What follows belongs to an exercise in optimizing a design on an open flow for a short achievable clock period and few clock cycles; a production flow would make more cautious choices. In this exercise RTL edits were held to simulation tests only and were not proved equivalent to the original. Power is estimated from default activity; no workload was simulated.

`config.mk`:
```
export PLATFORM = sky130hd
export DESIGN_NAME = core_top
export DESIGN_NICKNAME = core_top
export VERILOG_FILES = /design/flow/design.v
export SDC_FILE = /design/flow/constraint.sdc
export NUM_CORES = 4
export LEC_CHECK = 0
export ABC_CLOCK_PERIOD_IN_PS = 4000
export CAP_MARGIN = 20
export CORE_MARGIN = 2
export CORE_UTILIZATION = 50
export SLEW_MARGIN = 20
export TNS_END_PERCENT = 100
```
`flow/run.sh`:
```
#!/bin/bash
# Own flow: the standard layout (standard.sh), run with a larger setup
# slack margin for ORFS's repair_timing so that the resizer keeps working on
# paths well below the design's clock period. The SDC, the synthesis and
# every other step are the standard ones.
set -euo pipefail
MARGIN=${MARGIN:-11}
sed -e "s/CLKGATE_MAP_FILE= /CLKGATE_MAP_FILE= SETUP_SLACK_MARGIN=${MARGIN} /" standard.sh > standard_margin.sh
grep -q "SETUP_SLACK_MARGIN=${MARGIN}" standard_margin.sh
bash standard_margin.sh > flow_make.log 2>&1
```
`constraint.sdc`:
```
create_clock -name core_clock -period 15.0 [get_ports {CLK}]
set_input_delay 3.0000 -clock core_clock [delete_from_list [all_inputs] [get_ports {CLK}]]
set_output_delay 3.0000 -clock core_clock [all_outputs]
set_load 0.01 [all_outputs]
```
`standard.sh`:
```
#!/bin/bash
# synth_recipe.tcl (not shown) runs the flow's synth.tcl, then flattens the netlist and writes it again
# the make line also repeats each setting of config.mk as NAME=value (left out here)
make -C /OpenROAD-flow-scripts/flow DESIGN_CONFIG=/design/flow/config.mk WORK_HOME=/design/flow/orfs CLKGATE_MAP_FILE= SYNTH_SCRIPT=/design/flow/synth_recipe.tcl "${@:-finish}"
```
`design.v`:
```
`default_nettype none
package isa_pkg;
    typedef logic [2:0] reg_idx_t;
    typedef enum logic [3:0] {
        OP_MISC  = 4'b0000,
        OP_ARITH = 4'b0001,   
        OP_LOGIC = 4'b0010,   
        OP_MEM   = 4'b0011,   
        OP_MOVLL = 4'b0100,
        OP_MOVLH = 4'b0101,
        OP_MOVHL = 4'b0110,
        OP_MOVHH = 4'b0111
    } opcode_e;
    typedef enum logic [4:0] {
        FN_END    = 5'b00000,
        FN_NOP    = 5'b00011,
        FN_OUT    = 5'b01100,
        FN_MOV    = 5'b10000,
        FN_NOT    = 5'b10001,
        FN_NEG    = 5'b10010,
        FN_LDRAML = 5'b11000,
        FN_LDRAMH = 5'b11001
    } misc_func_e;
    typedef enum logic [2:0] {
        CND_JMP  = 3'b001,
        CND_JEZ  = 3'b010,
        CND_JNZ  = 3'b011,
        CND_JAZ  = 3'b100,
        CND_JBZ  = 3'b101,
        CND_JAEZ = 3'b110,
        CND_JBEZ = 3'b111
    } cond_e;
    typedef struct packed {
        logic       branch;   
        opcode_e    opcode;
        reg_idx_t   dst;
        reg_idx_t   src0;
        reg_idx_t   src1;
        logic [1:0] func;
    } reg_fmt_t;
    typedef struct packed {
        logic               branch;
        cond_e              cond;
        logic [12-1:0] target;
    } br_fmt_t;
    typedef union packed {
        reg_fmt_t r;
        br_fmt_t  b;
    } instr_u;
endpackage
`default_nettype wire
`default_nettype none
package core_pkg;
    typedef struct packed {
        logic [12-1:0]  addr;
        logic [16-1:0] wdata;
        logic                we;
    } mem_req_t;
    typedef struct packed {
        logic [16-1:0] rdata;
    } mem_rsp_t;
    typedef enum logic [3:0] {
        ALU_PASS, ALU_NOT, ALU_NEG,
        ALU_ADD, ALU_SUB, ALU_MUL, ALU_SAR,
        ALU_AND, ALU_OR, ALU_XOR, ALU_ROL
    } alu_op_e;
    typedef struct packed {
        alu_op_e           alu_op;
        logic [2:0]        ra0;
        logic [2:0]        ra1;
        logic [2:0]        wa;
        logic              we_h;
        logic              we_l;
        logic              imm;     
        logic [1:0]        lane;
        logic              load;
        logic              store;
        logic              out;
        logic              jump;
        logic              halt;
        logic              hsel;    
    } dec_t;
    typedef enum logic [2:0] {
        ST_FETCH, ST_WAIT_INSTR, ST_EXEC, ST_WAIT_LOAD,
        ST_WAIT_STORE, ST_WAIT_OUT, ST_HALT
    } seq_state_e;
endpackage
`default_nettype wire
`timescale 1ns/1ps
`default_nettype none
module ks_add32
(
    input  wire [31:0]  x,
    input  wire [31:0]  y,
    input  wire         cin,
    output logic [31:0] s
);
    wire [31:0] g [0:5];
    wire [31:0] p [0:5];
    assign g[0] = {x[31:1] & y[31:1], (x[0] & y[0]) | ((x[0] ^ y[0]) & cin)};
    assign p[0] = x ^ y;
    genvar l, i;
    generate
        for (l = 0; l < 5; l = l + 1) begin : g_lvl
            for (i = 0; i < 32; i = i + 1) begin : g_bit
                if (i >= (1 << l)) begin : g_op
                    assign g[l+1][i] = g[l][i] | (p[l][i] & g[l][i - (1 << l)]);
                    assign p[l+1][i] = p[l][i] & p[l][i - (1 << l)];
                end else begin : g_pass
                    assign g[l+1][i] = g[l][i];
                    assign p[l+1][i] = p[l][i];
                end
            end
        end
    endgenerate
    assign s = (x ^ y) ^ {g[5][30:0], cin};
endmodule
module alu
(
    input  wire [31:0]  a,
    input  wire [31:0]  b,
    input  wire         op_sub,
    input  wire         op_neg,
    input  wire         sel_sum,
    input  wire         sel_a,
    input  wire         sel_not,
    input  wire         sel_and,
    input  wire         sel_or,
    input  wire         sel_xor,
    input  wire         sel_sar,
    input  wire         sel_rol,
    output logic [31:0] result
);
    logic [31:0] s_add;
    logic [31:0] s_sub;
    logic [31:0] s_neg;
    logic [4:0]  sh;
    logic [31:0] sar;
    logic [63:0] rot;
    assign sh = b[4:0];
    ks_add32 u_add (.x(a),  .y(b),     .cin(1'b0), .s(s_add));
    ks_add32 u_sub (.x(a),  .y(~b),    .cin(1'b1), .s(s_sub));
    ks_add32 u_neg (.x(~a), .y(32'd0), .cin(1'b1), .s(s_neg));
    assign sar = $signed(a) >>> sh;
    assign rot = {a, a} << sh;
    assign result = ({32{sel_sum && !op_sub && !op_neg}} & s_add)
                  | ({32{op_sub}}  & s_sub)
                  | ({32{op_neg}}  & s_neg)
                  | ({32{sel_a}}   & a)
                  | ({32{sel_not}} & ~a)
                  | ({32{sel_and}} & (a & b))
                  | ({32{sel_or}}  & (a | b))
                  | ({32{sel_xor}} & (a ^ b))
                  | ({32{sel_sar}} & sar)
                  | ({32{sel_rol}} & rot[63:32]);
endmodule
module csa32
(
    input  wire [31:0]  x,
    input  wire [31:0]  y,
    input  wire [31:0]  z,
    output logic [31:0] s,
    output logic [31:0] c
);
    assign s = x ^ y ^ z;
    assign c = {((x[30:0] & y[30:0]) | (x[30:0] & z[30:0]) | (y[30:0] & z[30:0])), 1'b0};
endmodule
module mul_rows
(
    input  wire [31:0]   a,
    input  wire [31:0]   b,
    output logic [127:0] rows
);
    wire [31:0] pp [0:16];
    wire [31:0] l1 [0:11];
    wire [31:0] l2 [0:7];
    wire [31:0] l3 [0:5];
    wire [15:0] negs;
    wire [32:0] bx;
    assign bx = {b, 1'b0};
    genvar i, k;
    generate
        for (i = 0; i < 16; i = i + 1) begin : g_booth
            wire b2  = bx[2*i+2];
            wire b1  = bx[2*i+1];
            wire b0  = bx[2*i];
            wire one = b1 ^ b0;
            wire two = (b2 & !b1 & !b0) | (!b2 & b1 & b0);
            wire neg = b2 & !(b1 & b0);
            wire [31:0] mag = ({32{one}} & a) | ({32{two}} & {a[30:0], 1'b0});
            wire [31:0] row = mag ^ {32{neg}};
            if (i == 0) begin : g_r0
                assign pp[i] = row;
            end else begin : g_rn
                assign pp[i] = {row[31-2*i:0], {(2*i){1'b0}}};
            end
            assign negs[i] = neg;
        end
        for (i = 0; i < 16; i = i + 1) begin : g_negrow
            assign pp[16][2*i]   = negs[i];
            assign pp[16][2*i+1] = 1'b0;
        end
        for (k = 0; k < 5; k = k + 1) begin : g_l1
            csa32 u (.x(pp[3*k]), .y(pp[3*k+1]), .z(pp[3*k+2]), .s(l1[2*k]), .c(l1[2*k+1]));
        end
        assign l1[10] = pp[15];
        assign l1[11] = pp[16];
        for (k = 0; k < 4; k = k + 1) begin : g_l2
            csa32 u (.x(l1[3*k]), .y(l1[3*k+1]), .z(l1[3*k+2]), .s(l2[2*k]), .c(l2[2*k+1]));
        end
        for (k = 0; k < 2; k = k + 1) begin : g_l3
            csa32 u (.x(l2[3*k]), .y(l2[3*k+1]), .z(l2[3*k+2]), .s(l3[2*k]), .c(l3[2*k+1]));
        end
        assign l3[4] = l2[6];
        assign l3[5] = l2[7];
        for (k = 0; k < 2; k = k + 1) begin : g_l4
            csa32 u (.x(l3[3*k]), .y(l3[3*k+1]), .z(l3[3*k+2]),
                     .s(rows[64*k +: 32]), .c(rows[64*k+32 +: 32]));
        end
    endgenerate
endmodule
module mul_sum
(
    input  wire [127:0] rows,
    output logic [31:0] p
);
    wire [31:0] s5;
    wire [31:0] c5;
    wire [31:0] s6;
    wire [31:0] c6;
    csa32 u_l5 (.x(rows[0 +: 32]), .y(rows[32 +: 32]), .z(rows[64 +: 32]), .s(s5), .c(c5));
    csa32 u_l6 (.x(s5), .y(c5), .z(rows[96 +: 32]), .s(s6), .c(c6));
    ks_add32 u_add (.x(s6), .y(c6), .cin(1'b0), .s(p));
endmodule
`default_nettype wire
`timescale 1ns/1ps
`default_nettype none
module reg_file
(
    input  wire                 CLK,
    input  wire                 rst_n,
    input  wire [7:0]           rs0,
    input  wire [7:0]           rs1,
    input  wire                 e_we,
    input  wire [3:0]           e_be,
    input  wire [7:0]           e_ws,
    input  wire [31:0]          e_wd,
    input  wire                 m_we,
    input  wire [3:0]           m_be,
    input  wire [7:0]           m_ws,
    input  wire [31:0]          m_wd,
    input  wire                 l_we,
    input  wire                 l_hi,
    input  wire [1:0]           l_bm,
    input  wire [7:0]           l_ws,
    input  wire [15:0]          l_wd,
    output logic [31:0]         rd0,
    output logic [31:0]         rd1,
    output logic [31:0]         r5,
    output logic [255:0]        nxt,         
    output logic [255:0]        nxt_em       
);
    logic [31:0] regs [8];
    always_comb begin
        for (int i = 0; i < 8; i++) begin
            for (int l = 0; l < 4; l++) begin
                if (e_we && e_ws[i] && e_be[l]) begin
                    nxt_em[32*i+8*l +: 8] = e_wd[8*l +: 8];
                end else begin
                    nxt_em[32*i+8*l +: 8] = regs[i][8*l +: 8];
                end
                if (e_we && e_ws[i] && e_be[l]) begin
                    nxt[32*i+8*l +: 8] = e_wd[8*l +: 8];
                end else if (l_we && l_ws[i] && (l_hi == l[1]) && l_bm[l[0]]) begin
                    nxt[32*i+8*l +: 8] = l_wd[8*l[0] +: 8];
                end else if (m_we && m_ws[i] && m_be[l]) begin
                    nxt[32*i+8*l +: 8] = m_wd[8*l +: 8];
                end else begin
                    nxt[32*i+8*l +: 8] = regs[i][8*l +: 8];
                end
            end
        end
    end
    always_ff @(posedge CLK or negedge rst_n) begin
        if (!rst_n) begin
            for (int i = 0; i < 8; i++) begin
                regs[i] <= '0;
            end
        end else begin
            for (int i = 0; i < 8; i++) begin
                regs[i] <= nxt[32*i +: 32];
            end
        end
    end
    always_comb begin
        rd0 = '0;
        rd1 = '0;
        for (int i = 0; i < 8; i++) begin
            rd0 = rd0 | ({32{rs0[i]}} & regs[i]);
            rd1 = rd1 | ({32{rs1[i]}} & regs[i]);
        end
    end
    assign r5 = regs[5];
endmodule
`default_nettype wire
`timescale 1ns/1ps
`default_nettype none
`default_nettype wire
`timescale 1ns/1ps
`default_nettype none
`default_nettype wire
`timescale 1ns/1ps
`default_nettype none
module core_top
(
    input  wire                 CLK,
    input  wire                 rst_n,
    input  wire                 mem_req_ready,
    input  wire core_pkg::mem_rsp_t       mem_rsp,
    input  wire                 mem_rsp_valid,
    input  wire                 out_ready,
    output core_pkg::mem_req_t            mem_req,
    output logic                mem_req_valid,
    output logic [32-1:0]  out_data,
    output logic                out_valid,
    output logic                halted
);
    localparam int IBD = 4;   
    localparam int TQD = 4;   
    localparam int NB  = 4;   
    function automatic logic br_eval(input logic [2:0] c, input logic z, input logic n);
        case (c)
            3'd0:    br_eval = 1'b0;
            3'd1:    br_eval = 1'b1;
            3'd2:    br_eval = z;
            3'd3:    br_eval = !z;
            3'd4:    br_eval = !z && !n;
            3'd5:    br_eval = n;
            3'd6:    br_eval = !n;
            default: br_eval = z || n;
        endcase
    endfunction
    function automatic logic writes_r5(input logic [15:0] i);
        logic wr;
        wr = 1'b0;
        if (!i[15]) begin
            case (i[14:11])
                4'b0000: wr = (i[4:0] == 5'b10000) || (i[4:0] == 5'b10001) || (i[4:0] == 5'b10010) ||
                              (i[4:0] == 5'b11000) || (i[4:0] == 5'b11001);
                4'b0001, 4'b0010, 4'b0100, 4'b0101, 4'b0110, 4'b0111: wr = 1'b1;
                default: wr = 1'b0;
            endcase
        end
        writes_r5 = wr && (i[10:8] == 3'd5);
    endfunction
    function automatic logic [7:0] onehot(input logic [2:0] r);
        onehot = 8'b1 << r;
    endfunction
    localparam int C_BR = 0, C_END = 1, C_OUT = 2, C_LD = 3, C_ST = 4, C_MUL = 5, C_IMM = 6,
                   C_RDA = 7, C_RDB = 8, C_WRALU = 9, C_WRD = 10, C_SUB = 11, C_NEG = 12,
                   C_SUM = 13, C_A = 14, C_NOT = 15, C_AND = 16, C_OR = 17, C_XOR = 18,
                   C_SAR = 19, C_ROL = 20, C_BE = 21, CW = 25;
    function automatic logic [CW-1:0] decode(input logic [15:0] i);
        logic [CW-1:0] c;
        logic [3:0]    o;
        logic [4:0]    f;
        logic          misc, mov, inv, neg, ari, lgc, ld, st, mul, imm, out;
        o    = i[14:11];
        f    = i[4:0];
        misc = !i[15] && (o == 4'b0000);
        mov  = misc && (f == 5'b10000);
        inv  = misc && (f == 5'b10001);
        neg  = misc && (f == 5'b10010);
        out  = misc && (f == 5'b01100);
        ld   = misc && (f[4:1] == 4'b1100);
        ari  = !i[15] && (o == 4'b0001);
        lgc  = !i[15] && (o == 4'b0010);
        st   = !i[15] && (o == 4'b0011) && !f[1];
        mul  = ari && (f[1:0] == 2'd2);
        imm  = !i[15] && (o[3:2] == 2'b01);
        c           = '0;
        c[C_BR]     = i[15];
        c[C_END]    = misc && (f == 5'b00000);
        c[C_OUT]    = out;
        c[C_LD]     = ld;
        c[C_ST]     = st;
        c[C_MUL]    = mul;
        c[C_IMM]    = imm;
        c[C_RDA]    = i[15] || out || mov || inv || neg || ld || ari || lgc || st;
        c[C_RDB]    = ari || lgc || st;
        c[C_WRALU]  = mov || inv || neg || (ari && !mul) || lgc;
        c[C_WRD]    = mov || inv || neg || ari || lgc || imm || ld;
        c[C_SUB]    = ari && (f[1:0] == 2'd1);
        c[C_NEG]    = neg;
        c[C_SUM]    = (ari && !f[1]) || neg;
        c[C_A]      = mov;
        c[C_NOT]    = inv;
        c[C_AND]    = lgc && (f[1:0] == 2'd0);
        c[C_OR]     = lgc && (f[1:0] == 2'd1);
        c[C_XOR]    = lgc && (f[1:0] == 2'd2);
        c[C_SAR]    = ari && (f[1:0] == 2'd3);
        c[C_ROL]    = lgc && (f[1:0] == 2'd3);
        c[C_BE +: 4] = imm ? (4'b0001 << o[1:0]) : 4'b1111;
        decode = c;
    endfunction
    logic [11:0]  fpc;                
    logic         rq_fetch;           
    logic         rq_load;            
    logic         rq_store;           
    logic [2:0]   rq_dst;             
    logic         rq_hi;              
    logic [1:0]   rq_bm;              
    logic         sk_v;               
    logic [28:0]  sk_req;
    logic         sk_load;
    logic         sk_store;
    logic [2:0]   sk_dst;
    logic         sk_hi;
    logic [1:0]   sk_bm;
    logic         osk_v;              
    logic [31:0]  osk_data;
    logic [3:0]   tq_fetch;
    logic [3:0]   tq_live;
    logic [11:0]  tq_pc  [TQD];
    logic [2:0]   tq_dst [TQD];
    logic [3:0]   tq_hi;
    logic [3:0]   tq_val;
    logic [1:0]   tq_bm  [TQD];
    logic [3:0]   tq_bp;              
    logic [1:0]   tq_head;
    logic [1:0]   tq_tail;
    logic [2:0]   tq_cnt;
    logic [2:0]   lf_cnt;             
    logic [IBD-1:0] ib_v;
    logic [15:0]  ib_ins [IBD];
    logic [CW-1:0] ib_ctl [IBD];
    logic [7:0]   ib_s0  [IBD];       
    logic [7:0]   ib_s1  [IBD];
    logic [7:0]   ib_sd  [IBD];
    logic [11:0]  ib_pc1 [IBD];       
    logic [IBD-1:0] ib_pred;          
    logic [IBD-1:0] ib_wr5;
    logic [IBD-1:0] ib_bp;
    logic         ex_v;               
    logic [15:0]  ex_w;
    logic [CW-1:0] ex_ctl;
    logic [7:0]   ex_sd;
    logic [11:0]  ex_pc1;
    logic         ex_pred;
    logic         ex_bp;
    logic         ex_wr5;
    logic [31:0]  opA;                
    logic [31:0]  opB;
    logic         m2_v;
    logic [7:0]   m2_sd;
    logic [31:0]  m2_a;
    logic [31:0]  m2_b;
    logic         m3_v;
    logic [7:0]   m3_sd;
    logic [3:0]   m3_be;              
    logic [127:0] m3_r;
    logic [NB-1:0]  bt_v;
    logic [11:0]    bt_pc  [NB];
    logic [11:0]    bt_tgt [NB];
    logic [1:0]     bt_ptr;
    logic           bt_hit;
    logic [11:0]    bt_t;
    logic [31:0]  ra;
    logic [31:0]  rb;
    logic [31:0]  r5;
    logic         r5z;
    logic         r5n;
    logic         acc;
    logic         rq_read;
    logic         rq_data;
    logic         cur_pend;
    assign acc      = mem_req_valid && mem_req_ready;
    assign rq_read  = mem_req_valid && (rq_fetch || rq_load);
    assign rq_data  = mem_req_valid && (rq_load || rq_store);
    assign cur_pend = rq_data && !mem_req_ready;
    logic         rsp_v;
    logic         rsp_ins;
    logic         rsp_ld;
    logic [15:0]  rw;
    assign rw      = mem_rsp.rdata;
    assign rsp_v   = mem_rsp_valid && (tq_cnt != 3'd0);
    assign rsp_ins = rsp_v && tq_fetch[tq_head] && tq_live[tq_head];
    assign rsp_ld  = rsp_v && !tq_fetch[tq_head];
    logic [15:0]  w;
    logic         ir_v;
    logic [CW-1:0] ec;
    logic [7:0]   s0;
    logic [7:0]   s1;
    logic [7:0]   sd;
    logic [2:0]   fd;
    logic [1:0]   ff;
    logic [4:0]   fn;
    logic         e_br, e_end, e_out, e_ld, e_mul, e_st, e_imm;
    logic         rd_a, rd_b, wr_alu, wr_d;
    assign w      = ex_w;
    assign ec     = ex_ctl;
    assign ir_v   = ex_v;
    assign s0     = ib_s0[0];
    assign s1     = ib_s1[0];
    assign sd     = ex_sd;
    assign fd     = w[10:8];
    assign ff     = w[1:0];
    assign fn     = w[4:0];
    assign e_br   = ec[C_BR];
    assign e_end  = ec[C_END];
    assign e_out  = ec[C_OUT];
    assign e_ld   = ec[C_LD];
    assign e_mul  = ec[C_MUL];
    assign e_st   = ec[C_ST];
    assign e_imm  = ec[C_IMM];
    assign rd_a   = ec[C_RDA];
    assign rd_b   = ec[C_RDB];
    assign wr_alu = ec[C_WRALU];
    assign wr_d   = ec[C_WRD];
    logic [7:0]   busy;
    logic         haz;
    logic         tq_ok;
    logic         e_can;
    logic         e_fire;
    logic         e_data;
    logic         e_ofire;
    logic         o_free;
    logic         halt_now;
    logic [7:0]   busy_rr;
    logic         rr_haz;
    logic         rr_adv;
    assign busy_rr  = busy | (m2_v ? m2_sd : 8'b0) | ((m3_v && (m3_be != 4'd0)) ? m3_sd : 8'b0) |
                      ((ex_v && (e_mul || e_ld)) ? sd : 8'b0);
    assign rr_haz   = (ib_ctl[0][C_RDA] && |(s0 & busy_rr)) || (ib_ctl[0][C_RDB] && |(s1 & busy_rr));
    assign haz      = 1'b0;
    assign tq_ok    = (tq_cnt + {2'b0, rq_read} + {2'b0, sk_v && sk_load}) <= 3'(TQD - 1);
    assign e_can    = ir_v && !halted;
    assign e_fire   = e_can && !e_end && (!(e_ld || e_st) || (!sk_v && (!e_ld || tq_ok))) &&
                      (!e_out || !osk_v);
    assign rr_adv   = ib_v[0] && !halted && (!ex_v || e_fire) && !rr_haz && !e_redir;
    assign e_data   = e_fire && (e_ld || e_st);
    assign e_ofire  = e_fire && e_out;
    assign o_free   = !out_valid || out_ready;
    assign halt_now = ir_v && e_end && !halted && !sk_v && !osk_v && o_free &&
                      (!(mem_req_valid && rq_store) || mem_req_ready);
    logic         e_take;
    logic         e_redir;
    logic [11:0]  e_tgt;
    logic         haz5;
    logic [7:0]   pv;
    logic         d_pt;
    logic         bp_h;
    logic [11:0]  d_tgt;
    logic [11:0]  rsp_pc1;
    logic         d_redir;
    logic         kill;
    assign r5z     = (r5 == 32'd0);
    assign r5n     = r5[31];
    assign e_take  = br_eval(w[14:12], opA == 32'd0, opA[31]);
    assign e_redir = e_can && e_br && (e_take != ex_pred);
    assign e_tgt   = e_take ? w[11:0] : ex_pc1;
    always_comb begin
        haz5 = busy_rr[5] || |(ib_v & ib_wr5) || (ex_v && ex_wr5) || (m3_v && m3_sd[5] && (m3_be != 4'd0));
        for (int c = 0; c < 8; c++) begin
            pv[c] = haz5 ? (c != 0) : br_eval(3'(c), r5z, r5n);
        end
    end
    assign rsp_pc1 = tq_pc[tq_head] + 12'd1;
    assign d_pt    = rw[15] && pv[rw[14:12]];
    assign bp_h    = tq_bp[tq_head];
    assign d_redir = rsp_ins && (bp_h ? !d_pt : d_pt);
    assign d_tgt   = bp_h ? rsp_pc1 : rw[11:0];
    logic         rr_chk;
    logic         rr_z;
    logic [2:0]   rr_c;
    logic         rr_known;
    logic         rr_take;
    logic         rr_redir;
    logic [11:0]  rr_tgt;
    assign rr_chk = ib_v[0] && ib_ctl[0][C_BR] && e_fire && ec[C_SUB] && ex_wr5;
    assign rr_z   = (opA == opB);
    assign rr_c   = ib_ins[0][14:12];
    always_comb begin
        case (rr_c)
            3'd0:    begin rr_known = 1'b1; rr_take = 1'b0; end
            3'd1:    begin rr_known = 1'b1; rr_take = 1'b1; end
            3'd2:    begin rr_known = 1'b1; rr_take = rr_z; end
            3'd3:    begin rr_known = 1'b1; rr_take = !rr_z; end
            3'd4:    begin rr_known = rr_z; rr_take = 1'b0; end
            3'd5:    begin rr_known = rr_z; rr_take = 1'b0; end
            default: begin rr_known = rr_z; rr_take = 1'b1; end
        endcase
    end
    assign rr_redir = rr_chk && rr_known && (rr_take != ib_pred[0]);
    assign rr_tgt   = rr_take ? ib_ins[0][11:0] : ib_pc1[0];
    assign kill    = e_redir || rr_redir || d_redir;
    always_comb begin
        bt_hit = 1'b0;
        bt_t   = 12'd0;
        for (int i = 0; i < NB; i++) begin
            if (bt_v[i] && bt_pc[i] == fpc) begin
                bt_hit = 1'b1;
                bt_t   = bt_t | bt_tgt[i];
            end
        end
    end
    logic [31:0]  alu_res;
    logic [127:0] mt_r;
    logic [31:0]  mul_res;
    logic         e_wen;
    logic [31:0]  e_wd;
    logic [7:0]   l_ws;
    assign l_ws = onehot(tq_dst[tq_head]);
    logic [255:0] rf_nxt;
    logic [31:0]  opA_n;
    logic [31:0]  opB_n;
    reg_file u_rf (
        .CLK(CLK), .rst_n(rst_n), .rs0(s0), .rs1(s1),
        .e_we(e_wen), .e_be(ec[C_BE +: 4]), .e_ws(sd), .e_wd(e_wd),
        .m_we(m3_v), .m_be(m3_be), .m_ws(m3_sd), .m_wd(mul_res),
        .l_we(rsp_ld), .l_hi(tq_hi[tq_head]), .l_bm(tq_bm[tq_head]), .l_ws(l_ws), .l_wd(rw),
        .rd0(), .rd1(), .r5(r5), .nxt(), .nxt_em(rf_nxt)
    );
    always_comb begin
        opA_n = '0;
        opB_n = '0;
        for (int i = 0; i < 8; i++) begin
            opA_n = opA_n | ({32{s0[i]}} & rf_nxt[32*i +: 32]);
            opB_n = opB_n | ({32{s1[i]}} & rf_nxt[32*i +: 32]);
        end
    end
    assign ra = opA;
    assign rb = opB;
    alu u_alu (
        .a(ra), .b(rb),
        .op_sub(ec[C_SUB]), .op_neg(ec[C_NEG]),
        .sel_sum(ec[C_SUM]), .sel_a(ec[C_A]), .sel_not(ec[C_NOT]),
        .sel_and(ec[C_AND]), .sel_or(ec[C_OR]), .sel_xor(ec[C_XOR]),
        .sel_sar(ec[C_SAR]), .sel_rol(ec[C_ROL]),
        .result(alu_res)
    );
    mul_rows u_mrows (.a(m2_a), .b(m2_b), .rows(mt_r));
    mul_sum  u_msum  (.rows(m3_r), .p(mul_res));
    assign e_wen = e_fire && (wr_alu || e_imm);
    assign e_wd  = e_imm ? {4{w[7:0]}} : alu_res;
    logic         ew_v;
    logic [3:0]   ew_be;
    assign ew_v  = e_wen || (e_fire && e_mul);
    assign ew_be = e_mul ? 4'hf : ec[C_BE +: 4];
    function automatic logic [1:0] ld_mask(input logic [1:0] bm, input logic [2:0] dst, input logic hi);
        ld_mask = bm;
        if (ew_v && dst == fd) begin
            ld_mask = bm & ~(hi ? ew_be[3:2] : ew_be[1:0]);
        end
    endfunction
    logic [7:0]   busy_n;
    logic [3:0]   m3_be_n;
    assign m3_be_n = (ew_v && (sd == m2_sd)) ? ~ew_be : 4'hf;
    always_comb begin
        busy_n = 8'b0;
        if (e_data && e_ld) begin
            busy_n = busy_n | sd;
        end
        if (mem_req_valid && rq_load && (ld_mask(rq_bm, rq_dst, rq_hi) != 2'd0)) begin
            busy_n = busy_n | onehot(rq_dst);
        end
        if (sk_v && sk_load && (ld_mask(sk_bm, sk_dst, sk_hi) != 2'd0)) begin
            busy_n = busy_n | onehot(sk_dst);
        end
        for (int i = 0; i < TQD; i++) begin
            if (tq_val[i] && !tq_fetch[i] && !(tq_pop && tq_head == 2'(i)) &&
                (ld_mask(tq_bm[i], tq_dst[i], tq_hi[i]) != 2'd0)) begin
                busy_n = busy_n | onehot(tq_dst[i]);
            end
        end
    end
    always_ff @(posedge CLK or negedge rst_n) begin
        if (!rst_n) begin
            busy <= 8'd0;
        end else begin
            busy <= busy_n;
        end
    end
    logic         credit_ok;
    logic         fetch_ok;
    logic [11:0]  fpc_next;
    logic [2:0]   ib_n;
    logic [28:0]  e_req;
    assign ib_n      = 3'(ib_v[0]) + 3'(ib_v[1]) + 3'(ib_v[2]) + 3'(ib_v[3]);
    assign credit_ok = ({1'b0, ib_n} + {1'b0, lf_cnt} + {3'b0, mem_req_valid && rq_fetch}) <= 4'(IBD - 1);
    assign fetch_ok  = (credit_ok || e_redir || rr_redir) && tq_ok;
    assign e_req     = e_ld ? {ra[11:0], 16'h0, 1'b0} : {rb[11:0], ff[0] ? ra[31:16] : ra[15:0], 1'b1};
    logic         d_take;
    logic [11:0]  fpc_nod;            
    always_comb begin
        if (e_redir) begin
            fpc_nod = e_tgt;
        end else if (rr_redir) begin
            fpc_nod = rr_tgt;
        end else if (acc && rq_fetch) begin
            fpc_nod = bt_hit ? bt_t : fpc + 12'd1;
        end else begin
            fpc_nod = fpc;
        end
    end
    assign d_take   = d_redir && !e_redir && !rr_redir;
    assign fpc_next = d_take ? d_tgt : fpc_nod;
    always_ff @(posedge CLK or negedge rst_n) begin
        if (!rst_n) begin
            fpc           <= 12'h008;
            mem_req_valid <= 1'b0;
            rq_fetch      <= 1'b0;
            rq_load       <= 1'b0;
            rq_store      <= 1'b0;
            rq_dst        <= 3'd0;
            rq_hi         <= 1'b0;
            rq_bm         <= 2'd0;
            sk_bm         <= 2'd0;
            sk_v          <= 1'b0;
            sk_req        <= '0;
            sk_load       <= 1'b0;
            sk_store      <= 1'b0;
            sk_dst        <= 3'd0;
            sk_hi         <= 1'b0;
        end else begin
            fpc <= fpc_next;
            rq_bm <= ld_mask(rq_bm, rq_dst, rq_hi);
            sk_bm <= ld_mask(sk_bm, sk_dst, sk_hi);
            if (halted || halt_now) begin
                mem_req_valid <= 1'b0;
                rq_fetch      <= 1'b0;
                rq_load       <= 1'b0;
                rq_store      <= 1'b0;
                sk_v          <= 1'b0;
            end else if (cur_pend) begin
                if (e_data) begin
                    sk_v     <= 1'b1;
                    sk_req   <= e_req;
                    sk_load  <= e_ld;
                    sk_store <= e_st;
                    sk_dst   <= fd;
                    sk_hi    <= fn[0];
                    sk_bm    <= 2'b11;
                end
            end else if (sk_v) begin
                mem_req_valid <= 1'b1;
                rq_fetch      <= 1'b0;
                rq_load       <= sk_load;
                rq_store      <= sk_store;
                rq_dst        <= sk_dst;
                rq_hi         <= sk_hi;
                rq_bm         <= ld_mask(sk_bm, sk_dst, sk_hi);
                sk_v          <= e_data;
                if (e_data) begin
                    sk_req   <= e_req;
                    sk_load  <= e_ld;
                    sk_store <= e_st;
                    sk_dst   <= fd;
                    sk_hi    <= fn[0];
                    sk_bm    <= 2'b11;
                end
            end else if (e_data) begin
                mem_req_valid <= 1'b1;
                rq_fetch      <= 1'b0;
                rq_load       <= e_ld;
                rq_store      <= e_st;
                rq_dst        <= fd;
                rq_hi         <= fn[0];
                rq_bm         <= 2'b11;
            end else if (fetch_ok) begin
                mem_req_valid <= 1'b1;
                rq_fetch      <= 1'b1;
                rq_load       <= 1'b0;
                rq_store      <= 1'b0;
            end else begin
                mem_req_valid <= 1'b0;
                rq_fetch      <= 1'b0;
                rq_load       <= 1'b0;
                rq_store      <= 1'b0;
            end
        end
    end
    logic [28:0]  req_nod;            
    logic         fetch_slot;
    always_comb begin
        req_nod = mem_req;
        if (!cur_pend) begin
            if (sk_v) begin
                req_nod = sk_req;
            end else if (e_data) begin
                req_nod = e_req;
            end else if (fetch_ok) begin
                req_nod = {fpc_nod, 16'h0, 1'b0};
            end
        end
    end
    assign fetch_slot = !cur_pend && !sk_v && !e_data && fetch_ok;
    always_ff @(posedge CLK) begin
        mem_req <= (fetch_slot && d_take) ? {d_tgt, 16'h0, 1'b0} : req_nod;
    end
    logic tq_push;
    logic tq_pop;
    assign tq_push = acc && (rq_fetch || rq_load);
    assign tq_pop  = rsp_v;
    always_ff @(posedge CLK or negedge rst_n) begin
        if (!rst_n) begin
            tq_head  <= 2'd0;
            tq_tail  <= 2'd0;
            tq_cnt   <= 3'd0;
            tq_live  <= 4'd0;
            tq_fetch <= 4'd0;
            tq_bp    <= 4'd0;
            tq_val   <= 4'd0;
            lf_cnt   <= 3'd0;
        end else begin
            if (tq_pop) begin
                tq_val[tq_head] <= 1'b0;
            end
            if (kill) begin
                tq_live <= 4'd0;
            end
            if (tq_push) begin
                tq_fetch[tq_tail] <= rq_fetch;
                tq_live[tq_tail]  <= rq_fetch && !kill;
                tq_hi[tq_tail]    <= rq_hi;
                tq_bp[tq_tail]    <= bt_hit;
                tq_val[tq_tail]   <= 1'b1;
                tq_tail           <= tq_tail + 2'd1;
            end
            if (tq_pop) begin
                tq_head <= tq_head + 2'd1;
            end
            tq_cnt <= tq_cnt + {2'b0, tq_push} - {2'b0, tq_pop};
            if (kill) begin
                lf_cnt <= 3'd0;
            end else begin
                lf_cnt <= lf_cnt + {2'b0, tq_push && rq_fetch} - {2'b0, rsp_ins};
            end
        end
    end
    always_ff @(posedge CLK) begin
        for (int i = 0; i < TQD; i++) begin
            if (tq_push && tq_tail == 2'(i)) begin
                tq_bm[i] <= ld_mask(rq_bm, rq_dst, rq_hi);
            end else begin
                tq_bm[i] <= ld_mask(tq_bm[i], tq_dst[i], tq_hi[i]);
            end
        end
        if (tq_push) begin
            tq_pc[tq_tail]  <= mem_req[28:17];
            tq_dst[tq_tail] <= rq_dst;
        end
    end
    logic           ib_push;
    logic [IBD-1:0] v_sh;             
    logic [IBD-1:0] slot;             
    assign ib_push = rsp_ins && !e_redir && !rr_redir;
    assign v_sh    = rr_adv ? {1'b0, ib_v[IBD-1:1]} : ib_v;
    assign slot    = ~v_sh & {v_sh[IBD-2:0], 1'b1};
    always_ff @(posedge CLK or negedge rst_n) begin
        if (!rst_n) begin
            ib_v    <= '0;
            ib_pred <= '0;
            ib_wr5  <= '0;
            ib_bp   <= '0;
        end else begin
            if (e_redir) begin
                ib_v <= '0;
            end else if (rr_redir) begin
                ib_v <= rr_adv ? '0 : {{(IBD-1){1'b0}}, 1'b1};
            end else begin
                ib_v <= v_sh | (ib_push ? slot : '0);
            end
            if (rr_redir && !rr_adv) begin
                ib_pred[0] <= rr_take;
            end
            for (int i = 0; i < IBD; i++) begin
                if (slot[i]) begin
                    ib_pred[i] <= d_pt;
                    ib_wr5[i]  <= writes_r5(rw);
                    ib_bp[i]   <= bp_h;
                end else if (rr_adv && i < IBD - 1) begin
                    ib_pred[i] <= ib_pred[i+1];
                    ib_wr5[i]  <= ib_wr5[i+1];
                    ib_bp[i]   <= ib_bp[i+1];
                end
            end
        end
    end
    always_ff @(posedge CLK) begin
        for (int i = 0; i < IBD; i++) begin
            if (slot[i]) begin
                ib_ins[i] <= rw;
                ib_ctl[i] <= decode(rw);
                ib_s0[i]  <= rw[15] ? onehot(3'd5) : onehot(rw[7:5]);
                ib_s1[i]  <= onehot(rw[4:2]);
                ib_sd[i]  <= onehot(rw[10:8]);
                ib_pc1[i] <= rsp_pc1;
            end else if (rr_adv && i < IBD - 1) begin
                ib_ins[i] <= ib_ins[i+1];
                ib_ctl[i] <= ib_ctl[i+1];
                ib_s0[i]  <= ib_s0[i+1];
                ib_s1[i]  <= ib_s1[i+1];
                ib_sd[i]  <= ib_sd[i+1];
                ib_pc1[i] <= ib_pc1[i+1];
            end
        end
    end
    always_ff @(posedge CLK or negedge rst_n) begin
        if (!rst_n) begin
            ex_v <= 1'b0;
        end else if (rr_adv) begin
            ex_v <= 1'b1;
        end else if (e_fire || e_redir) begin
            ex_v <= 1'b0;
        end
    end
    always_ff @(posedge CLK) begin
        if (rr_adv) begin
            ex_w    <= ib_ins[0];
            ex_ctl  <= ib_ctl[0];
            ex_sd   <= ib_sd[0];
            ex_pc1  <= ib_pc1[0];
            ex_pred <= rr_redir ? rr_take : ib_pred[0];
            ex_bp   <= ib_bp[0];
            ex_wr5  <= ib_wr5[0];
            opA     <= opA_n;
            opB     <= opB_n;
        end
    end
    logic bt_ins;
    assign bt_ins = e_can && e_br && e_take && !ex_bp;
    always_ff @(posedge CLK or negedge rst_n) begin
        if (!rst_n) begin
            bt_v   <= '0;
            bt_ptr <= 2'd0;
        end else if (bt_ins) begin
            bt_v[bt_ptr] <= 1'b1;
            bt_ptr       <= bt_ptr + 2'd1;
        end
    end
    always_ff @(posedge CLK) begin
        if (bt_ins) begin
            bt_pc[bt_ptr]  <= ex_pc1 - 12'd1;
            bt_tgt[bt_ptr] <= w[11:0];
        end
    end
    always_ff @(posedge CLK or negedge rst_n) begin
        if (!rst_n) begin
            m2_v      <= 1'b0;
            m3_v      <= 1'b0;
            out_valid <= 1'b0;
            osk_v     <= 1'b0;
            halted    <= 1'b0;
        end else begin
            m2_v <= e_fire && e_mul;
            m3_v <= m2_v;
            if (halt_now) begin
                halted <= 1'b1;
            end
            if (halted || halt_now) begin
                out_valid <= 1'b0;
                osk_v     <= 1'b0;
            end else if (!o_free) begin
                if (e_ofire) begin
                    osk_v <= 1'b1;
                end
            end else if (osk_v) begin
                out_valid <= 1'b1;
                osk_v     <= e_ofire;
            end else begin
                out_valid <= e_ofire;
            end
        end
    end
    always_ff @(posedge CLK) begin
        if (e_fire && e_mul) begin
            m2_a  <= ra;
            m2_b  <= rb;
            m2_sd <= sd;
        end
        if (m2_v) begin
            m3_r  <= mt_r;
            m3_sd <= m2_sd;
            m3_be <= m3_be_n;
        end
        if (!o_free) begin
            if (e_ofire) begin
                osk_data <= ra;
            end
        end else if (osk_v) begin
            out_data <= osk_data;
            if (e_ofire) begin
                osk_data <= ra;
            end
        end else if (e_ofire) begin
            out_data <= ra;
        end
    end
endmodule
`default_nettype wire
```
==> impl_results.md, run 1 <==
- Min-Delay Path Class: reg2reg
- Starting Density: 0.504
- H-tree Lvls: 4
- Total grt overflow: 0
- Post-synthesis compound-gate area fraction: 0.186
- Initial antenna violation count: 19
- Drt drc: 0
- Critical Path RT: 12.00 ns
- Status: finished clean
- F_max: about 0.22 GHz
- Placed Cells: 10,100
- Post-synthesis mux area share: 0.0713
- Sequential cell area fraction in the yosys report: 0.427
- Synth async-reset ratio: 0.306
- Cell Count, Final, Fillers Out: ~11,000
- Grt peak-use layer: met2
- Max_cap viols: 0
- DRT iter0 DRCs: ~12,000
- Dpl ws: around 8.5 ns
- FP Rows: roughly 150
- P per Cell Area: roughly 130 nW/um^2
- Endpoints failing setup: 0
- Largest net degree at the start of global routing: around 130
- Slowest stage delay, CP: 0.54 ns
- Worst Slack Setup Final: 10.41 ns
- Overall Power: roughly 0.014 W
- First-pass GRT wire length: just over 500 mm
- Syn Nets: 8,755
- RSZ-0062 raised after global routing: yes
- Mapped cell area: slightly above 80,000 sq um
- Fin crit share: 0.306
- Worst Path Arrival: about 1.6 ns
- Antenna Violating Nets Remaining: 0
- # nets final: just over 9,000
- Clock latency (worst-skew pair): 0.85 ns
- Wire length per cell: ~34 microns
- Post-synth top area share: 0.305
- CP Capture Type: output pin
- Die area: 167,000 sq um
- Fill count: roughly 13,000
- Syn Area/Cell: just under 10 sq um
- Max-slew violations: 0
- Clk pin slew, worst setup/hold paths: approximately 0.060 ns
- Pre-antenna DRT Iters: 10
- Largest family of logic cells by synthesized area: compound AO/OA/AOI/OAI gates
- Ports: 85
- Share of post-route cells with drive strength above 1: 0.259
- Worst-Margin Slew: 1.22 ns
- Slowest CP cell: edfxtp_1
- Mapped Cells: about 8,300
- WL final: 371 mm
- Slew HR: 0.161
- Yosys top cell by area: edfxtp_1
- CTS root buffer: clkbuf_16
- Hold_buf cts: 0
- Adder-cell area share of the yosys netlist: 0.0874
- Tmin final: between 4 and 5 ns
- Core Area: 163,000 sq um
- VDD IR-drop max: 0.000159 V
- CP top delay family: flip-flops
- Hold WS: between 0.4 and 0.5 ns
- Synth-to-layout area growth: 25.7%
- Worst Skew: ~0.048 ns
- Worst-path fanout max: 2
- Critical Path, Cell by Cell: buf_2
- Number of global-route vias before repair: around 71,000
- Synth cell types: 100
- Buf+Inv Stages, Crit Path: 1
- Inserted Clock Buffers: 144
- Ranking of synthesized cells by area: edfxtp_1 31%, dfrtp_1 12%, fa_1 5.0%
- FF+latch count, synth: approximately 1,200
- Port Buffers: between 80 and 90
- Startpoint types: flip-flop
- Yosys warns: 25
- Number of flops mapped to enable cells by yosys: between 800 and 900
- Crit Path Category: reg2out
- Simple-gate portion of the synthesized area: 0.129
- CTS max path bufs: 3
- Met2 usage: 0.607
- CTS tree: built
- Fin Setup TNS: 0 ns
- Met1 usage: 0.556
- Vias per cell: roughly 7.0
- Placer congestion estimate: 1.03
- LEAKAGE: slightly below 40 nW
- Chip width: ~410 microns
- M3 GR Usage: 0.145
- Ys flop type: edfxtp_1
- DP HPWL: around 230 mm
- Via count: ~77,000
- Final Hold Vio Count: 0
- Die height: roughly 400 microns
- Sink Count: roughly 1,200
- Total GRT Usage: 0.423
- Xor/xnor cell area share of the yosys netlist: 0.0491
==> Yosys cell counts (22+ instances only) <==
cell type	n
nand2b_1	50
edfxtp_1	833
ha_1	243
a211oi_1	44
buf_2	42
a22o_1	33
inv_1	373
nand3_1	328
o21bai_1	27
mux4_2	97
xnor2_1	304
clkbuf_1	550
a21o_1	32
nor2b_1	72
fa_1	206
a31oi_1	58
nor3_1	77
mux2i_1	174
o2111ai_1	47
o22ai_1	86
dfrtp_1	377
buf_1	85
nor2_1	462
mux2_2	168
a32oi_1	87
a221o_1	27
xor2_1	156
a22oi_1	335
a21oi_1	447
and3_1	90
o21ai_0	569
o221ai_1	29
o31ai_1	23
a221oi_1	64
and2_1	47
or3_1	29
nor4_1	33
nand2_1	961
nand4_1	89
a32o_1	22
o211ai_1	212
dfxtp_1	25
==> cells by family (layout without fill, tap and decap cells) <==
logic type | Yosys count | in the layout
simple gates | 2317 | 2341
other cells | 0 | 17
fa+ha+maj | 449 | 449
xor+xnor | 460 | 460
flops | 1236 | 1236
compound gates | 2307 | 2311
buf+inv | 1075 | 1487
mux | 441 | 445
==> path summary, 6_finish.rpt <==
| check | slack [ns] | start | endpoint | cells after the start |
|---|---|---|---|---|
| setup / recovery | 10.41 | mem_req[22] | mem_req[22] | 1 |
| hold / removal | 0.42 | ib_ctl[0][2] | ex_ctl[2] | 0 |
| setup reg to reg | 10.64 | fpc[0] | mem_req[20] | 11 |
| hold reg to reg | 0.42 | ib_ctl[0][2] | ex_ctl[2] | 0 |
| max in group asynchronous | 11.35 | rst_n | u_rf.regs[6][7] | 2 |
| min in group asynchronous | 2.23 | rst_n | lf_cnt[1] | 1 |
==> through the flow <==
stage	utilization	instance area, sq um
6_report	0.633	103000
2_1_floorplan	-	83800
3_3_place_gp	0.527	85800
3_5_place_dp	0.527	85800
4_1_cts	0.604	98300
5_1_grt	0.633	103000
==> layout make-up <==
type | count | area [sq um] | share of cell area
Multi-Input combinational cell | 6006 | 49000 | 0.475
Sequential cell | 1236 | 35000 | 0.339
Timing Repair Buffer | 836 | 9930 | 0.0963
Clock buffer | 186 | 3880 | 0.0377
Tap cell | 2175 | 2720 | 0.0264
Inverter | 383 | 1590 | 0.0154
Clock inverter | 79 | 888 | 0.00862
Antenna cell | 17 | 42.5 | 0.000413
Timing Repair inverter | 3 | 35.0 | 0.000340
==> state kept, by name (all words and copies together), names as in the netlist, 48 cells and up <==
register / cells
ib_ins: 60
bt_pc: 48
u_rf.regs: 256
bt_tgt: 48
ib_ctl: 96
m3_r: 89
ib_pc1: 48
tq_pc: 48
==> power breakdown <==
part           total, W  internal, W  switching, W
Clock           0.00361      0.00202       0.00160
Combinational   0.00483      0.00197       0.00285
Sequential      0.00539      0.00460      0.000796
==> layout by cell type, fill, tap and decap left out, types with 53 or more instances in the layout <==
cell type	Yosys	layout
nand2_8	0	59
nand2_2	0	62
ha_1	243	188
o22ai_1	86	74
a32oi_1	87	86
edfxtp_1	833	833
o21ai_1	19	202
mux2i_1	174	169
mux4_2	97	97
clkbuf_16	0	167
mux2_4	1	55
o211ai_1	212	212
buf_12	0	134
and3_1	90	76
xor2_1	156	139
nand3_1	328	293
mux2_2	168	116
fa_1	206	181
nand2_1	961	824
nor2_1	462	409
a22oi_1	335	289
a21oi_1	447	363
nand4_1	89	89
o21ai_0	569	303
xnor2_1	304	286
buf_4	12	356
inv_1	373	323
a31oi_1	58	53
buf_6	0	198
a21oi_2	2	78
dfrtp_1	377	374
o21ai_2	1	65
==> layer usage <==
layer	vias to the layer above	routed length, microns
li1	31300	-
met1	37600	137000
met2	6057	155000
met3	1591	50800
met4	22	28100
met5	-	232
==> what timing repair did <==
item	CTS	global route
setup buffers	332	168
setup endpoints to repair	1398	951
pin swaps	277	355
gates resized for setup	1176	603
gates cloned	51	25
Testbench counts, summed over its fixed seeds: cycles 76,069.
==> run 2, diff against run 1 <==
--- a/design.v
+++ b/design.v
@@ -421,2 +421,4 @@
     logic [31:0]  osk_data;
+    logic         out_load;           
+    logic [31:0]  out_new;
     logic [3:0]   tq_fetch;
@@ -543,2 +545,4 @@
     assign o_free   = !out_valid || out_ready;
+    assign out_load = o_free && (osk_v || e_ofire);
+    assign out_new  = osk_v ? osk_data : ra;
     assign halt_now = ir_v && e_end && !halted && !sk_v && !osk_v && o_free &&
@@ -784,12 +788,17 @@
     logic         fetch_slot;
-    always_comb begin
-        req_nod = mem_req;
+    logic [28:0]  dq;
+    always_ff @(posedge CLK) begin
         if (!cur_pend) begin
-            if (sk_v) begin
-                req_nod = sk_req;
-            end else if (e_data) begin
-                req_nod = e_req;
-            end else if (fetch_ok) begin
-                req_nod = {fpc_nod, 16'h0, 1'b0};
-            end
+            dq <= sk_v ? sk_req : e_req;
+        end
+    end
+    always_comb begin
+        if (cur_pend) begin
+            req_nod = dq;
+        end else if (sk_v) begin
+            req_nod = sk_req;
+        end else if (e_data) begin
+            req_nod = e_req;
+        end else begin
+            req_nod = {fpc_nod, 16'h0, 1'b0};
         end
@@ -986,13 +995,7 @@
         end
-        if (!o_free) begin
-            if (e_ofire) begin
-                osk_data <= ra;
-            end
-        end else if (osk_v) begin
-            out_data <= osk_data;
-            if (e_ofire) begin
-                osk_data <= ra;
-            end
-        end else if (e_ofire) begin
-            out_data <= ra;
+        if (e_ofire && (!o_free || osk_v)) begin
+            osk_data <= ra;
+        end
+        if (out_load) begin
+            out_data <= out_new;
         end
==> run 2 against run 1 <==
Clock skew is 0.0097 ns higher. Worst setup slack better by 0.057 ns. Clock power hardly changed. Final area is 2.9% higher. Sequential cell count is 29 higher. Core utilization is 0.96 points higher. Critical path depth is 16 higher. First-iteration DRC count is 0.20% higher. Maximum frequency is 1.3% higher. Still clean on timing, DRC and antenna. Highest routed layer unchanged. Critical endpoint is now opA[6].
==> impl_results.md, run 2 <==
- Worst Path Arrival: 4.83 ns (+3.24 ns)
- Vias per cell: 7.01 (about the same)
- Sequential cell area fraction in the yosys report: 0.430 (+0.00349)
- Ys flop type: edfxtp_1
- Critical Path RT: 15.30 ns (+3.30 ns)
- Most common cell after layout, fill and taps aside: edfxtp_1
- Yosys top cell by area: edfxtp_1
- CTS root buffer: clkbuf_16
- First-pass GRT wire length: 526 mm (+1.8%)
- Total GRT Usage: 0.432 (+0.00875)
- Mapped cell area: 83,100 sq um (+1.3%)
- Worst R2R Start: rq_fetch
- Drt drc: 0 (unchanged)
- Inserted Clock Buffers: 144 (unchanged)
- Design Area, Final: 106,000 sq um (+2.9%)
- Worst-Margin Slew: 1.35 ns (+0.130 ns)
- DRT iter0 DRCs: 11,900 (+0.20%)
- Startpoint types: flip-flop
- Core Area: 165,000 sq um (+1.4%)
- Largest registers: u_rf.regs: 256 flops, ib_ctl: 96 flops, m3_r: 89 flops
- Total grt overflow: 0 (unchanged)
- Synth cell count leaders: 850 x edfxtp_1, 821 x nand2_1, 567 x clkbuf_1
- CTS tree: built
- Max-slew violations: 0 (unchanged)
- FP Rows: 149 (+0.68%)
- Largest net degree at the start of global routing: 79 (-37%)
- Share of post-route cells with drive strength above 1: 0.291 (+0.0324)
- Largest register by flop count: u_rf.regs
- Number of flops mapped to enable cells by yosys: 850 (+2.0%)
- Synth cell types: 102 (+2.0%)
- Worst Reg2Reg Path Length in Cells: 17 (+6)
- Tmin final: 4.53 ns (-0.0569 ns)
- Most frequent cells in the layout: 850 x edfxtp_1, 721 x nand2_1, 532 x buf_4
- Count leader, synth: edfxtp_1
- Post-synth top area share: 0.307 (+0.00218)
- Hold_buf cts: 0 (unchanged)
- F_max: 0.221 GHz (+1.3%)
- Fin Setup TNS: 0 ns (unchanged)
- Worst Skew: 0.0579 ns (+0.00972 ns)
- Cell Count, Final, Fillers Out: 10,800 (-0.68%)
- Status: finished clean
- P per Cell Area: 133 nW/um^2 (-0.83%)
- Via count: 76,100 (-0.60%)
- Clk pin slew, worst setup/hold paths: 0.06 ns (about the same)
- # nets final: 8,992 (-0.97%)
- Synth-to-layout area growth: 27.7%
- Starting Density: 0.503 (about the same)
- Die area: 169,000 sq um (+1.3%)
- Reg2Reg Setup Slack: 10.47 ns (-0.17 ns)
- Chip width: 412 microns (+0.65%)
- Worst-path fanout max: 7 (+5)
- Sink Count: 1,265 (+2.3%)
- R2R Path End: opA[6]
- Clock latency (worst-skew pair): 0.87 ns (+0.02 ns)
- Fin crit share: 0.302 (-0.00379)
- Yosys warns: 25 (unchanged)
- Max_cap viols: 0 (unchanged)
- DP HPWL: 233 mm (+1.2%)
- Hold path depth: 0 (unchanged)
- Port Buffers: 84 (unchanged)
- Max reg flops: 256 (unchanged)
- Wire length per cell: 35.2 microns (+3.6%)
- Min-Delay Path Class: reg2reg
- RSZ-0062 raised after global routing: yes
- Ports: 85 (unchanged)
- Antenna Violating Nets Remaining: 0 (unchanged)
- Die height: 412 microns (+0.65%)
- Crit Path Category: reg2reg
- LEAKAGE: 40.8 nW (+3.6%)
- FF+latch count, synth: 1,265 (+2.3%)
- CTS max path bufs: 3 (unchanged)
- Number of global-route vias before repair: 70,500 (-1.3%)
- Ranking of synthesized cells by area: edfxtp_1 31%, dfrtp_1 11%, fa_1 5.0%
- Syn Area/Cell: 10.3 sq um (+3.9%)
- Placed Cells: 9,877 (-1.8%)
- Mapped Cells: 8,082 (-2.5%)
- Hold endpoint: ex_sd[1]
- Slew HR: 0.0979 (-0.0635)
- Min-Delay Startpoint: ib_sd[0][1]
- H-tree Lvls: 4 (unchanged)
- Endpoints failing setup: 0 (unchanged)
- Area after DPL: 87,400 sq um (+1.9%)
- Syn Nets: 8,552 (-2.3%)
- VDD IR-drop max: 0.000135 V (-15%)
- Initial antenna violation count: 35 (+16)
- Synth async-reset ratio: 0.299 (-0.00701)
- Final Hold Vio Count: 0 (unchanged)
- WL final: 382 mm (+2.9%)
- Pre-antenna DRT Iters: 8 (-2)
- CP Capture Type: flip-flop
- Placer congestion estimate: 1.01 (-1.9%)
run 2: cell count changes in the layout (fill, tap and decap cells not counted), sizes merged, moves of 39 or more:
cell    previous run  this run
nor2             466       379
nand2            980       828
a22oi            335       399
a211oi            44        83
buf              791       926
a221oi            65       113
mux2             172       298
and3              90        48
a21oi            449       302
nand3            328       229
and2              49       108
inv              364       300
run 2: worst max-delay path by stage:
stage / start / to / slack (ns)
final: rq_fetch / opA[6] / 10.47
after global routing: halted / halted / 10.50
after CTS: halted / halted / 10.49
after detailed placement: mem_rsp[12] / mem_req[19] / 8.03
after global placement: mem_rsp[12] / mem_req[19] / 8.09
after floorplan: mem_rsp[12] / mem_req[20] / 10.07
run 2: per-stage QoR:
step	total power (W)	utilization	setup slack (ns)	hold WS [ns]
6_report	0.0141	0.643	10.47	0.411
2_1_floorplan	0.00752	-	10.07	0.400
5_1_grt	0.0145	0.643	10.50	0.424
4_1_cts	0.0134	0.610	10.49	0.409
3_5_place_dp	0.00892	0.530	8.03	0.405
3_3_place_gp	0.00886	0.530	8.09	0.402
run 2: final cells by class:
| type | count | area, sq um |
|---|---|---|
| fillers | 12800 | 58900 |
| multi-input cells | 5799 | 49800 |
| flip-flops and latches | 1265 | 35800 |
| repair buffers | 974 | 11300 |
| clock buffers | 206 | 4040 |
| well taps | 2189 | 2740 |
| inverters | 331 | 1470 |
| clock inverters | 59 | 774 |
| repair inverters | 7 | 121 |
| diodes | 17 | 42.5 |
run 2: power by group:
| part | internal (W) | leakage [nW] | switching (W) |
|---|---|---|---|
| Sequential | 0.00457 | 12.6 | 0.000804 |
| Clock | 0.00203 | 2.32 | 0.00161 |
| Combinational | 0.00225 | 25.8 | 0.00285 |
run 2: per-layer routing:
layer | GRT usage | vias to the layer above | wire length (microns)
met3 | 0.155 | 1404 | 55900
met5 | 0 | - | 57
met4 | 0.228 | 8 | 25800
met1 | 0.591 | 37500 | 145000
met2 | 0.598 | 6037 | 155000
li1 | - | 31100 | -
run 2: cells by family after synthesis:
kind of cell | Yosys count | synth area share
AOI/OAI and AO/OA | 2313 | 0.190
xor gates and xnor gates | 422 | 0.0445
adders and majority gates | 449 | 0.0862
buffers and inverters | 1036 | 0.0481
DFF | 1265 | 0.430
muxes | 561 | 0.0868
and+or+nand+nor | 2036 | 0.115
run 2: timing repair:
item,CTS,global route
endpoints found under the setup margin,1659,1163
pin swaps,150,301
cloned,73,26
buffers inserted,346,242
resized for setup,1197,646
hold endpoints to repair,0,0
run 2: critical path: stages, from the launching register on:
cell,delay (ns)
dfrtp_2,0.42
o21a_1,0.22
fa_2,0.36
ha_4,0.19
xor2_4,0.17
o21a_1,0.22
buf_6,0.13
nor2_4,0.04
buf_12,0.15
buf_8,0.12
and3_4,0.21
and2_4,0.18
a222oi_1,0.31
nand3_1,0.13
a31oi_1,0.16
buf_4,0.14
nand2b_4,0.10
nand4_1,0.70
Testbench counts of run 2, summed over its fixed seeds: cycles 76,069.
==> run 3, diff against run 2 <==
--- a/config.mk
+++ b/config.mk
@@ -10,3 +10,3 @@
 export CORE_MARGIN = 2
-export CORE_UTILIZATION = 50
+export CORE_UTILIZATION = 45
 export SLEW_MARGIN = 20
==> run 3 against run 2 <==
Now fails the layout checks on capacitance limit, slew limit. Sequential cell count unchanged. Critical path depth down 5. Maximum frequency up 1.8%. Clock power up 5%. First-iteration DRC count up 4.2%. Worst setup slack better by 0.080 ns. Sequential power about the same. Hold slack better by 0.0082 ns. Area after synthesis unchanged. Largest power group unchanged.
==> impl_results.md, run 3 <==
- Most frequent cells in the layout: 850 x edfxtp_1, 717 x nand2_1, 522 x buf_4
- First-pass GRT wire length: 528 mm (+0.45%)
- Slew HR: -0.0348 (-0.133)
- Hold_buf cts: 0 (unchanged)
- Drt drc: 0 (unchanged)
- Inserted Clock Buffers: 146 (+1.4%)
- Tmin final: 4.45 ns (-0.0796 ns)
- Core Area: 183,000 sq um (+11%)
- Simple-gate portion of the synthesized area: 0.115 (unchanged)
- Clock latency (worst-skew pair): 0.86 ns (about the same)
- Die height: 434 microns (+5.4%)
- Fin crit share: 0.297 (-0.00531)
- Overall Power: 0.0144 W (+1.9%)
- Antenna Violating Nets Remaining: 0 (unchanged)
- Critical Path RT: 15.78 ns (+0.48 ns)
- Endpoints failing setup: 0 (unchanged)
- Max reg flops: 256 (unchanged)
- Max_cap viols: 1 (+1)
- Mapped Cells: 8,082 (unchanged)
- Chip width: 434 microns (+5.4%)
- Total grt overflow: 0 (unchanged)
- Vias per cell: 6.84 (-2.5%)
- CP Capture Type: flip-flop
- Most common cell after layout, fill and taps aside: edfxtp_1
- SO Faults: capacitance limit, slew limit
- Syn Nets: 8,552 (unchanged)
- Placed Cells: 10,100 (+2.7%)
- RSZ-0062 raised after global routing: yes
- Post-synthesis mux area share: 0.0868 (unchanged)
- # nets final: 9,002 (+0.11%)
- Fill count: 15,000 (+17%)
- Pre-antenna DRT Iters: 9 (+1)
- LEAKAGE: 41.0 nW (+0.72%)
- CTS max path bufs: 3 (unchanged)
- Clk pin slew, worst setup/hold paths: 0.06 ns (about the same)
- Adder-cell area share of the yosys netlist: 0.0862 (unchanged)
- Synth cell types: 102 (unchanged)
- Starting Density: 0.453 (-0.0502)
- Worst Slack Setup Final: 10.55 ns (+0.0796 ns)
- Mapped cell area: 83,100 sq um (unchanged)
- Share of post-route cells with drive strength above 1: 0.303 (+0.0118)
- CTS tree: built
- Post-synth top area share: 0.307 (unchanged)
- Largest register by flop count: u_rf.regs
- Initial antenna violation count: 22 (-37%)
- DRT iter0 DRCs: 12,400 (+4.2%)
- Yosys warns: 25 (unchanged)
- Wire length per cell: 34.4 microns (-2.2%)
- Fin Setup TNS: 0 ns (unchanged)
- Cell Count, Final, Fillers Out: 11,100 (+2.7%)
- Startpoint types: input pin
- Die area: 188,000 sq um (+11%)
- Total GRT Usage: 0.391 (-0.0412)
- Status: finished with violations
- Sequential cell area fraction in the yosys report: 0.430 (unchanged)
- Yosys top cell by area: edfxtp_1
- Placer congestion estimate: 1.03 (+1.8%)
- Port Buffers: 84 (unchanged)
- Ranking of synthesized cells by area: edfxtp_1 31%, dfrtp_1 11%, fa_1 5.0%
- P per Cell Area: 134 nW/um^2 (+1.0%)
- Largest registers: u_rf.regs: 256 flops, ib_ctl: 96 flops, m3_r: 89 flops
- Max-slew violations: 4 (+4)
- Final Hold Vio Count: 0 (unchanged)
- Synth async-reset ratio: 0.299 (unchanged)
- Ports: 85 (unchanged)
- Worst-path fanout max: 5 (-2)
- VDD IR-drop max: 0.000157 V (+16%)
- FF+latch count, synth: 1,265 (unchanged)
- Worst-Margin Slew: 1.55 ns (+0.199 ns)
- Xor/xnor cell area share of the yosys netlist: 0.0445 (unchanged)
- F_max: 0.225 GHz (+1.8%)
- Syn Area/Cell: 10.3 sq um (unchanged)
- Dpl ws: 7.94 ns (-0.0894 ns)
- H-tree Lvls: 4 (unchanged)
- FP Rows: 157 (+5.4%)
- DP HPWL: 235 mm (+0.58%)
- Count leader, synth: edfxtp_1
- Number of global-route vias before repair: 70,900 (+0.59%)
- WL final: 383 mm (+0.41%)
- Hold WS: 0.419 ns (+0.00818 ns)
- Largest net degree at the start of global routing: 85 (+7.6%)
- Sink Count: 1,265 (unchanged)
- Crit Path Category: in2reg
- Worst Skew: 0.0611 ns (+0.00327 ns)
- Worst Path Arrival: 5.23 ns (+0.40 ns)
- Synth cell count leaders: 850 x edfxtp_1, 821 x nand2_1, 567 x clkbuf_1
- Min-Delay Path Class: reg2reg
- Post-synthesis compound-gate area fraction: 0.190 (unchanged)
- CTS root buffer: clkbuf_16
- Ys flop type: edfxtp_1
- Number of flops mapped to enable cells by yosys: 850 (unchanged)
- Via count: 76,200 (+0.14%)
- Largest family of logic cells by synthesized area: compound AO/OA/AOI/OAI gates
- Synth-to-layout area growth: 28.8%
[run 3: cell counts after synthesis]
Identical to the previous run, type by type.
[run 3: stage by stage]
| stage | cell area, sq um | util |
|---|---|---|
| 2_1_floorplan | 85500 | - |
| 3_3_place_gp | 87600 | 0.478 |
| 3_5_place_dp | 87700 | 0.478 |
| 4_1_cts | 102000 | 0.556 |
| 5_1_grt | 107000 | 0.583 |
| 6_report | 107000 | 0.584 |
[run 3: critical path, stage by stage]
cell	delay [ns]
buf_12	0.10
buf_12	0.13
or4_4	0.54
o311ai_4	0.09
o31ai_2	0.09
buf_4	0.17
nand2_4	0.09
xor2_4	0.26
nor4b_4	0.08
buf_6	0.15
or4_4	0.42
nand3_2	0.09
[run 3: layout make-up]
class,count,area [sq um],area share
Multi-Input combinational cell,5806,50100,0.469
Sequential cell,1265,35800,0.335
Timing Repair Buffer,972,11200,0.105
Clock buffer,194,4050,0.0378
Tap cell,2464,3080,0.0288
Inverter,331,1410,0.0131
Clock inverter,75,1000,0.00938
Timing Repair inverter,10,210,0.00196
Antenna cell,21,52.6,0.000491
[run 3: final timing paths]
| check | start | end | slack (ns) | cells past startpoint |
|---|---|---|---|---|
| max | mem_rsp[12] | mem_req[22] | 10.55 | 12 |
| min in group asynchronous | rst_n | tq_tail[0] | 2.04 | 1 |
| max reg2reg | opA[29] | fpc[7] | 10.56 | 15 |
| min | ib_ctl[0][9] | ex_ctl[9] | 0.42 | 0 |
| min reg2reg | ib_ctl[0][9] | ex_ctl[9] | 0.42 | 0 |
| max in group asynchronous | rst_n | u_rf.regs[7][11] | 11.13 | 4 |
[run 3: layer usage]
| layer | part of all wire | vias up | global-route usage | wire length [microns] |
|---|---|---|---|---|
| li1 | - | 31100 | - | - |
| met1 | 0.38 | 37800 | 0.536 | 147000 |
| met2 | 0.41 | 5948 | 0.544 | 157000 |
| met3 | 0.14 | 1275 | 0.134 | 53600 |
| met4 | 0.065 | 12 | 0.202 | 25000 |
| met5 | 0.00019 | - | 0 | 72 |
[run 3: kinds of logic (layout without fill, tap and decap cells)]
| family | Yosys count | after routing |
|---|---|---|
| xor+xnor | 422 | 422 |
| compound gates | 2313 | 2316 |
| simple gates | 2036 | 2051 |
| fa+ha+maj | 449 | 449 |
| flops | 1265 | 1265 |
| mux | 561 | 568 |
| buf+inv | 1036 | 1582 |
| other cells | 0 | 21 |
[run 3: repair_timing]
action                     4_1_cts  5_1_grt
setup buffers                  369      231
gates cloned                    80       28
pin swaps                      239      264
gates resized for setup       1293      615
setup endpoints to repair     1466     1105
[run 3: report_power, final]
group	internal (W)	switching, W	leakage (nW)
Sequential	0.00457	0.000783	12.6
Combinational	0.00229	0.00292	26.0
Clock	0.00217	0.00165	2.44
Total	0.00903	0.00535	41.0

## what the ideal ports hide
In the flow no input, the clock included, has a driving cell. The finished layouts below were timed again as built, in two steps.
Step 1: set_driving_cell puts a clkbuf_16 on CLK and a buf_2 on each other input, an assumption about the parent block.
Step 2 moves the port delays by t, midway between the first and last clock arrival at a register: inputs arrive t later, outputs are due t later. That takes back most of the time a late clock gives input paths.
a / b / c = no drivers / after step 1 / after step 2; a / b = the first two.
run | shift t [ns] | slack for setup (ns) | worst slew at a driven data input, ns
run 1 | 0.905 | 10.413 / 10.330 / 9.647 | 0.07
run 2 | 0.924 | 10.470 / 10.442 / 9.630 | 0.07
run 3 | 0.913 | 10.550 / 10.476 / 9.664 | 0.08
The setup slack of run 3, which loses most, moves by -0.074 ns with the drivers and by -0.886 ns with both steps.
